What follows belongs to an exercise in optimizing a design on an open flow for small area and a short achievable clock period; a production flow would make more cautious choices. The RTL was checked by simulation tests, not by an equivalence proof against the original design. No activity file was given, so power comes from the tool's default toggle rates.

Setup of rev 12:
==> flow/design.v <==
module fir_reload_ctrl #(
    parameter int          NUM_TAPS      = 129,
    parameter int          COEFF_WIDTH   = 16,
    parameter logic [7:0]  SR_COEFF_IDX  = 8'd128,
    parameter logic [7:0]  SR_COEFF_DATA = 8'd129,
    parameter logic [7:0]  SR_COMMIT     = 8'd130
) (
    input  logic                   ce_clk,
    input  logic                   ce_rst_n,
    input  logic                   set_stb,
    input  logic [7:0]             set_addr,
    input  logic [31:0]            set_data,
    output logic [COEFF_WIDTH-1:0] o_reload_tdata,
    output logic                   o_reload_tlast,
    output logic                   o_reload_tvalid,
    input  logic                   o_reload_tready,
    output logic [7:0]             o_config_tdata,
    output logic                   o_config_tvalid,
    input  logic                   o_config_tready,
    output logic                   busy,
    output logic [15:0]            reload_count,
    output logic [1:0]             err,
    output logic [31:0]            checksum
);
    localparam int         BW       = 32;                         
    localparam int         NB       = (NUM_TAPS - 1) / BW;        
    localparam logic [8:0] TAP_CNT  = 9'(NUM_TAPS);
    localparam logic [7:0] LAST_TAP = 8'(NUM_TAPS - 1);
    localparam logic [7:0] SR_CLEAR = SR_COMMIT + 8'd1;
    logic busy_q, prime_q, tvalid_q, tlast_q, cvalid_q;
    logic [NB:0] s1_bank_q;    
    logic idx_stb, data_stb, commit_stb, clear_stb;
    logic idle, start, load, reload_hs, config_hs;
    assign idx_stb    = set_stb && (set_addr == SR_COEFF_IDX);
    assign data_stb   = set_stb && (set_addr == SR_COEFF_DATA);
    assign commit_stb = set_stb && (set_addr == SR_COMMIT);
    assign clear_stb  = set_stb && (set_addr == SR_CLEAR);
    assign idle      = !busy_q;
    assign start     = idle && commit_stb;
    assign reload_hs = tvalid_q && o_reload_tready;
    assign config_hs = cvalid_q && o_config_tready;
    assign load      = prime_q || (reload_hs && !tlast_q);
    always_ff @(posedge ce_clk or negedge ce_rst_n) begin
        if (!ce_rst_n) begin
            busy_q   <= 1'b0;
            prime_q  <= 1'b0;
            tvalid_q <= 1'b0;
            tlast_q  <= 1'b0;
            cvalid_q <= 1'b0;
        end else begin
            prime_q <= start;
            if (start)          busy_q <= 1'b1;
            else if (config_hs) busy_q <= 1'b0;
            if (prime_q)                   tvalid_q <= 1'b1;
            else if (reload_hs && tlast_q) tvalid_q <= 1'b0;
            if (reload_hs && tlast_q)      cvalid_q <= 1'b1;
            else if (config_hs)            cvalid_q <= 1'b0;
            if (load)                      tlast_q  <= !prime_q && s1_bank_q[NB];
        end
    end
    logic [COEFF_WIDTH-1:0] ram_n [NUM_TAPS];    
    logic [7:0]             wr_idx_q;
    logic [8:0]             pw_hi_n_q;
    logic [15:0]            pw_lo_n_q;
    logic [COEFF_WIDTH-1:0] pw_data_q;
    always_ff @(posedge ce_clk) begin
        for (int h = 0; h < 9; h++)
            pw_hi_n_q[h] <= !(idle && data_stb && ({1'b0, wr_idx_q} < TAP_CNT) && (wr_idx_q[7:4] == 4'(h)));
        for (int l = 0; l < 16; l++)
            pw_lo_n_q[l] <= (wr_idx_q[3:0] != 4'(l));
        pw_data_q <= set_data[COEFF_WIDTH-1:0];
    end
    always_ff @(posedge ce_clk) begin
        for (int i = 0; i < NUM_TAPS; i++)
            if (!(pw_hi_n_q[i / 16] || pw_lo_n_q[i % 16])) ram_n[i] <= ~pw_data_q;
    end
    always_ff @(posedge ce_clk or negedge ce_rst_n) begin
        if (!ce_rst_n) begin
            wr_idx_q <= '0;
        end else if (idle && idx_stb) begin
            wr_idx_q <= set_data[7:0];
        end else if (idle && data_stb) begin
            wr_idx_q <= (wr_idx_q == LAST_TAP) ? 8'd0 : wr_idx_q + 8'd1;
        end
    end
    logic [BW-1:0]          rd_sel_n_q;
    logic [NB:0]            rd_bank_q;
    logic [COEFF_WIDTH-1:0] s1_d [NB];
    logic [COEFF_WIDTH-1:0] s1_q [NB];
    logic [COEFF_WIDTH-1:0] s2_word;
    logic [COEFF_WIDTH-1:0] tdata_q;
    always_ff @(posedge ce_clk) begin
        if (idle) begin
            rd_sel_n_q <= {{(BW-2){1'b1}}, 2'b01};
            rd_bank_q <= (NB+1)'(1);
        end else if (load) begin
            rd_sel_n_q <= {rd_sel_n_q[BW-2:0], rd_sel_n_q[BW-1]};
            if (!rd_sel_n_q[BW-1]) rd_bank_q <= {rd_bank_q[NB-1:0], rd_bank_q[NB]};
        end
    end
    always_comb begin
        for (int b = 0; b < NB; b++) begin
            s1_d[b] = '0;
            for (int i = 0; i < BW; i++)
                s1_d[b] = s1_d[b] | ~({COEFF_WIDTH{rd_sel_n_q[i]}} | ram_n[b * BW + i]);
        end
    end
    always_ff @(posedge ce_clk) begin
        if (load) begin
            for (int b = 0; b < NB; b++) s1_q[b] <= s1_d[b];
            s1_bank_q <= rd_bank_q;
        end
    end
    always_comb begin
        s2_word = {COEFF_WIDTH{s1_bank_q[NB]}} & ~ram_n[NUM_TAPS-1];
        for (int b = 0; b < NB; b++)
            s2_word = s2_word | ({COEFF_WIDTH{s1_bank_q[b]}} & s1_q[b]);
    end
    always_ff @(posedge ce_clk) begin
        if (load) tdata_q <= prime_q ? ~ram_n[0] : s2_word;
    end
    logic [7:0]  cfg_word_q;
    logic [15:0] count_q;
    logic [1:0]  err_q, err_d;
    always_ff @(posedge ce_clk) begin
        if (start) cfg_word_q <= set_data[7:0];
    end
    always_ff @(posedge ce_clk or negedge ce_rst_n) begin
        if (!ce_rst_n)      count_q <= '0;
        else if (config_hs) count_q <= count_q + 16'd1;
    end
    always_comb begin
        err_d = clear_stb ? 2'b00 : err_q;
        if (!idle && (idx_stb || data_stb)) err_d[0] = 1'b1;
        if (!idle && commit_stb)            err_d[1] = 1'b1;
    end
    always_ff @(posedge ce_clk or negedge ce_rst_n) begin
        if (!ce_rst_n) err_q <= '0;
        else           err_q <= err_d;
    end
    logic        new_q;
    logic [7:0]  lo0_q, lo1_q;
    logic        c0_q, c1_q;
    logic [8:0]  k_q;
    logic [31:0] checksum_q;
    logic [7:0]  t0, t1;
    logic        tneg;
    logic [8:0]  fold_lo1;
    logic [8:0]  fold_k;
    assign t0   = new_q ? tdata_q[7:0]  : 8'd0;
    assign t1   = new_q ? tdata_q[15:8] : 8'd0;
    assign tneg = new_q && tdata_q[15];
    assign fold_lo1 = {1'b0, lo1_q} + 9'(c0_q);
    assign fold_k   = k_q + 9'(c1_q) + 9'(fold_lo1[8]);
    always_ff @(posedge ce_clk or negedge ce_rst_n) begin
        if (!ce_rst_n) checksum_q <= '0;
        else if (config_hs) checksum_q <= {{7{fold_k[8]}}, fold_k, fold_lo1[7:0], lo0_q};
    end
    always_ff @(posedge ce_clk) begin
        new_q <= load;
        if (idle) begin
            {c0_q, lo0_q} <= '0;
            {c1_q, lo1_q} <= '0;
            k_q           <= '0;
        end else begin
            {c0_q, lo0_q} <= {1'b0, lo0_q} + {1'b0, t0};
            {c1_q, lo1_q} <= {1'b0, lo1_q} + {1'b0, t1} + 9'(c0_q);
            k_q           <= k_q + 9'(c1_q) - 9'(tneg);
        end
    end
    assign checksum = checksum_q;
    assign o_reload_tdata  = tdata_q;
    assign o_reload_tlast  = tlast_q;
    assign o_reload_tvalid = tvalid_q;
    assign o_config_tvalid = cvalid_q;
    assign o_config_tdata  = cfg_word_q;
    assign busy            = busy_q;
    assign reload_count    = count_q;
    assign err             = err_q;
endmodule
Settings: LEC_CHECK=0, CAP_MARGIN=20, CORE_MARGIN=2, CORE_UTILIZATION=45, CTS_CLUSTER_DIAMETER=90, CTS_CLUSTER_SIZE=28, SETUP_SLACK_MARGIN=2.6, SLEW_MARGIN=20, TNS_END_PERCENT=100; clock period 5.0 ns.
run.sh (not shown) runs the stock make flow with config.mk's settings and CLKGATE_MAP_FILE= SYNTH_SCRIPT=/design/flow/synth_recipe.tcl, a recipe that flattens the netlist after the stock synthesis.
For rev 13, these inputs were changed with respect to rev 12:
--- a/flow/design.v
+++ b/flow/design.v
@@ -55,72 +55,72 @@
             else if (reload_hs && tlast_q) tvalid_q <= 1'b0;
             if (reload_hs && tlast_q)      cvalid_q <= 1'b1;
             else if (config_hs)            cvalid_q <= 1'b0;
             if (load)                      tlast_q  <= !prime_q && s1_bank_q[NB];
         end
     end
-    logic [COEFF_WIDTH-1:0] ram_n [NUM_TAPS];    
+    logic [COEFF_WIDTH-1:0] ram [NUM_TAPS];
     logic [7:0]             wr_idx_q;
-    logic [8:0]             pw_hi_n_q;
-    logic [15:0]            pw_lo_n_q;
+    logic [8:0]             pw_hi_q;
+    logic [15:0]            pw_lo_q;
     logic [COEFF_WIDTH-1:0] pw_data_q;
     always_ff @(posedge ce_clk) begin
         for (int h = 0; h < 9; h++)
-            pw_hi_n_q[h] <= !(idle && data_stb && ({1'b0, wr_idx_q} < TAP_CNT) && (wr_idx_q[7:4] == 4'(h)));
+            pw_hi_q[h] <= idle && data_stb && ({1'b0, wr_idx_q} < TAP_CNT) && (wr_idx_q[7:4] == 4'(h));
         for (int l = 0; l < 16; l++)
-            pw_lo_n_q[l] <= (wr_idx_q[3:0] != 4'(l));
+            pw_lo_q[l] <= (wr_idx_q[3:0] == 4'(l));
         pw_data_q <= set_data[COEFF_WIDTH-1:0];
     end
     always_ff @(posedge ce_clk) begin
         for (int i = 0; i < NUM_TAPS; i++)
-            if (!(pw_hi_n_q[i / 16] || pw_lo_n_q[i % 16])) ram_n[i] <= ~pw_data_q;
+            if (pw_hi_q[i / 16] && pw_lo_q[i % 16]) ram[i] <= pw_data_q;
     end
     always_ff @(posedge ce_clk or negedge ce_rst_n) begin
         if (!ce_rst_n) begin
             wr_idx_q <= '0;
         end else if (idle && idx_stb) begin
             wr_idx_q <= set_data[7:0];
         end else if (idle && data_stb) begin
             wr_idx_q <= (wr_idx_q == LAST_TAP) ? 8'd0 : wr_idx_q + 8'd1;
         end
     end
-    logic [BW-1:0]          rd_sel_n_q;
+    logic [BW-1:0]          rd_sel_q;
     logic [NB:0]            rd_bank_q;
     logic [COEFF_WIDTH-1:0] s1_d [NB];
     logic [COEFF_WIDTH-1:0] s1_q [NB];
     logic [COEFF_WIDTH-1:0] s2_word;
     logic [COEFF_WIDTH-1:0] tdata_q;
     always_ff @(posedge ce_clk) begin
         if (idle) begin
-            rd_sel_n_q <= {{(BW-2){1'b1}}, 2'b01};
+            rd_sel_q  <= BW'(2);
             rd_bank_q <= (NB+1)'(1);
         end else if (load) begin
-            rd_sel_n_q <= {rd_sel_n_q[BW-2:0], rd_sel_n_q[BW-1]};
-            if (!rd_sel_n_q[BW-1]) rd_bank_q <= {rd_bank_q[NB-1:0], rd_bank_q[NB]};
+            rd_sel_q <= {rd_sel_q[BW-2:0], rd_sel_q[BW-1]};
+            if (rd_sel_q[BW-1]) rd_bank_q <= {rd_bank_q[NB-1:0], rd_bank_q[NB]};
         end
     end
     always_comb begin
         for (int b = 0; b < NB; b++) begin
             s1_d[b] = '0;
             for (int i = 0; i < BW; i++)
-                s1_d[b] = s1_d[b] | ~({COEFF_WIDTH{rd_sel_n_q[i]}} | ram_n[b * BW + i]);
+                s1_d[b] = s1_d[b] | ({COEFF_WIDTH{rd_sel_q[i]}} & ram[b * BW + i]);
         end
     end
     always_ff @(posedge ce_clk) begin
         if (load) begin
             for (int b = 0; b < NB; b++) s1_q[b] <= s1_d[b];
             s1_bank_q <= rd_bank_q;
         end
     end
     always_comb begin
-        s2_word = {COEFF_WIDTH{s1_bank_q[NB]}} & ~ram_n[NUM_TAPS-1];
+        s2_word = {COEFF_WIDTH{s1_bank_q[NB]}} & ram[NUM_TAPS-1];
         for (int b = 0; b < NB; b++)
             s2_word = s2_word | ({COEFF_WIDTH{s1_bank_q[b]}} & s1_q[b]);
     end
     always_ff @(posedge ce_clk) begin
-        if (load) tdata_q <= prime_q ? ~ram_n[0] : s2_word;
+        if (load) tdata_q <= prime_q ? ram[0] : s2_word;
     end
     logic [7:0]  cfg_word_q;
     logic [15:0] count_q;
     logic [1:0]  err_q, err_d;
     always_ff @(posedge ce_clk) begin
         if (start) cfg_word_q <= set_data[7:0];
==> comparison <==
Summary: with rev 12 as the reference, first-pass GRT wire length in rev 13 moved down by a few percent.
On total global routing overflow, rev 13 tracks rev 12 almost exactly.
| cell count after synthesis | rev 13 vs rev 12 | 94 lower |
Number of fill cells | rev 13 above rev 12
Diff rev 12 -> rev 13 | total power | up slightly

-- afterwards: timing with drivers on the ports --
No port has a modelled driver above. Below, the same layouts with a new extraction and two added sets of constraints. Step 1 assumes that a clkbuf_16 drives the clock port and a buf_2 every other input. Step 2, shift: input delay + t, output delay - t, t = (earliest + latest rising clock arrival at the registers) / 2. This alone moves slack from input paths to output paths. Three values: ideal, step 1, step 2; two values: the first two.
run | t (ns) | setup WS [ns] | clock arrival spread, ns
rev 12 | 0.838 | 2.569 / 2.484 / 1.900 | 0.071 / 0.072
rev 13 | 0.835 | 2.453 / 2.371 / 1.995 | 0.051 / 0.051
After both steps setup and hold are still met in every run listed. For rev 12, which loses most, drivers alone change the setup slack by -0.085 ns; drivers and shift together by -0.669 ns.
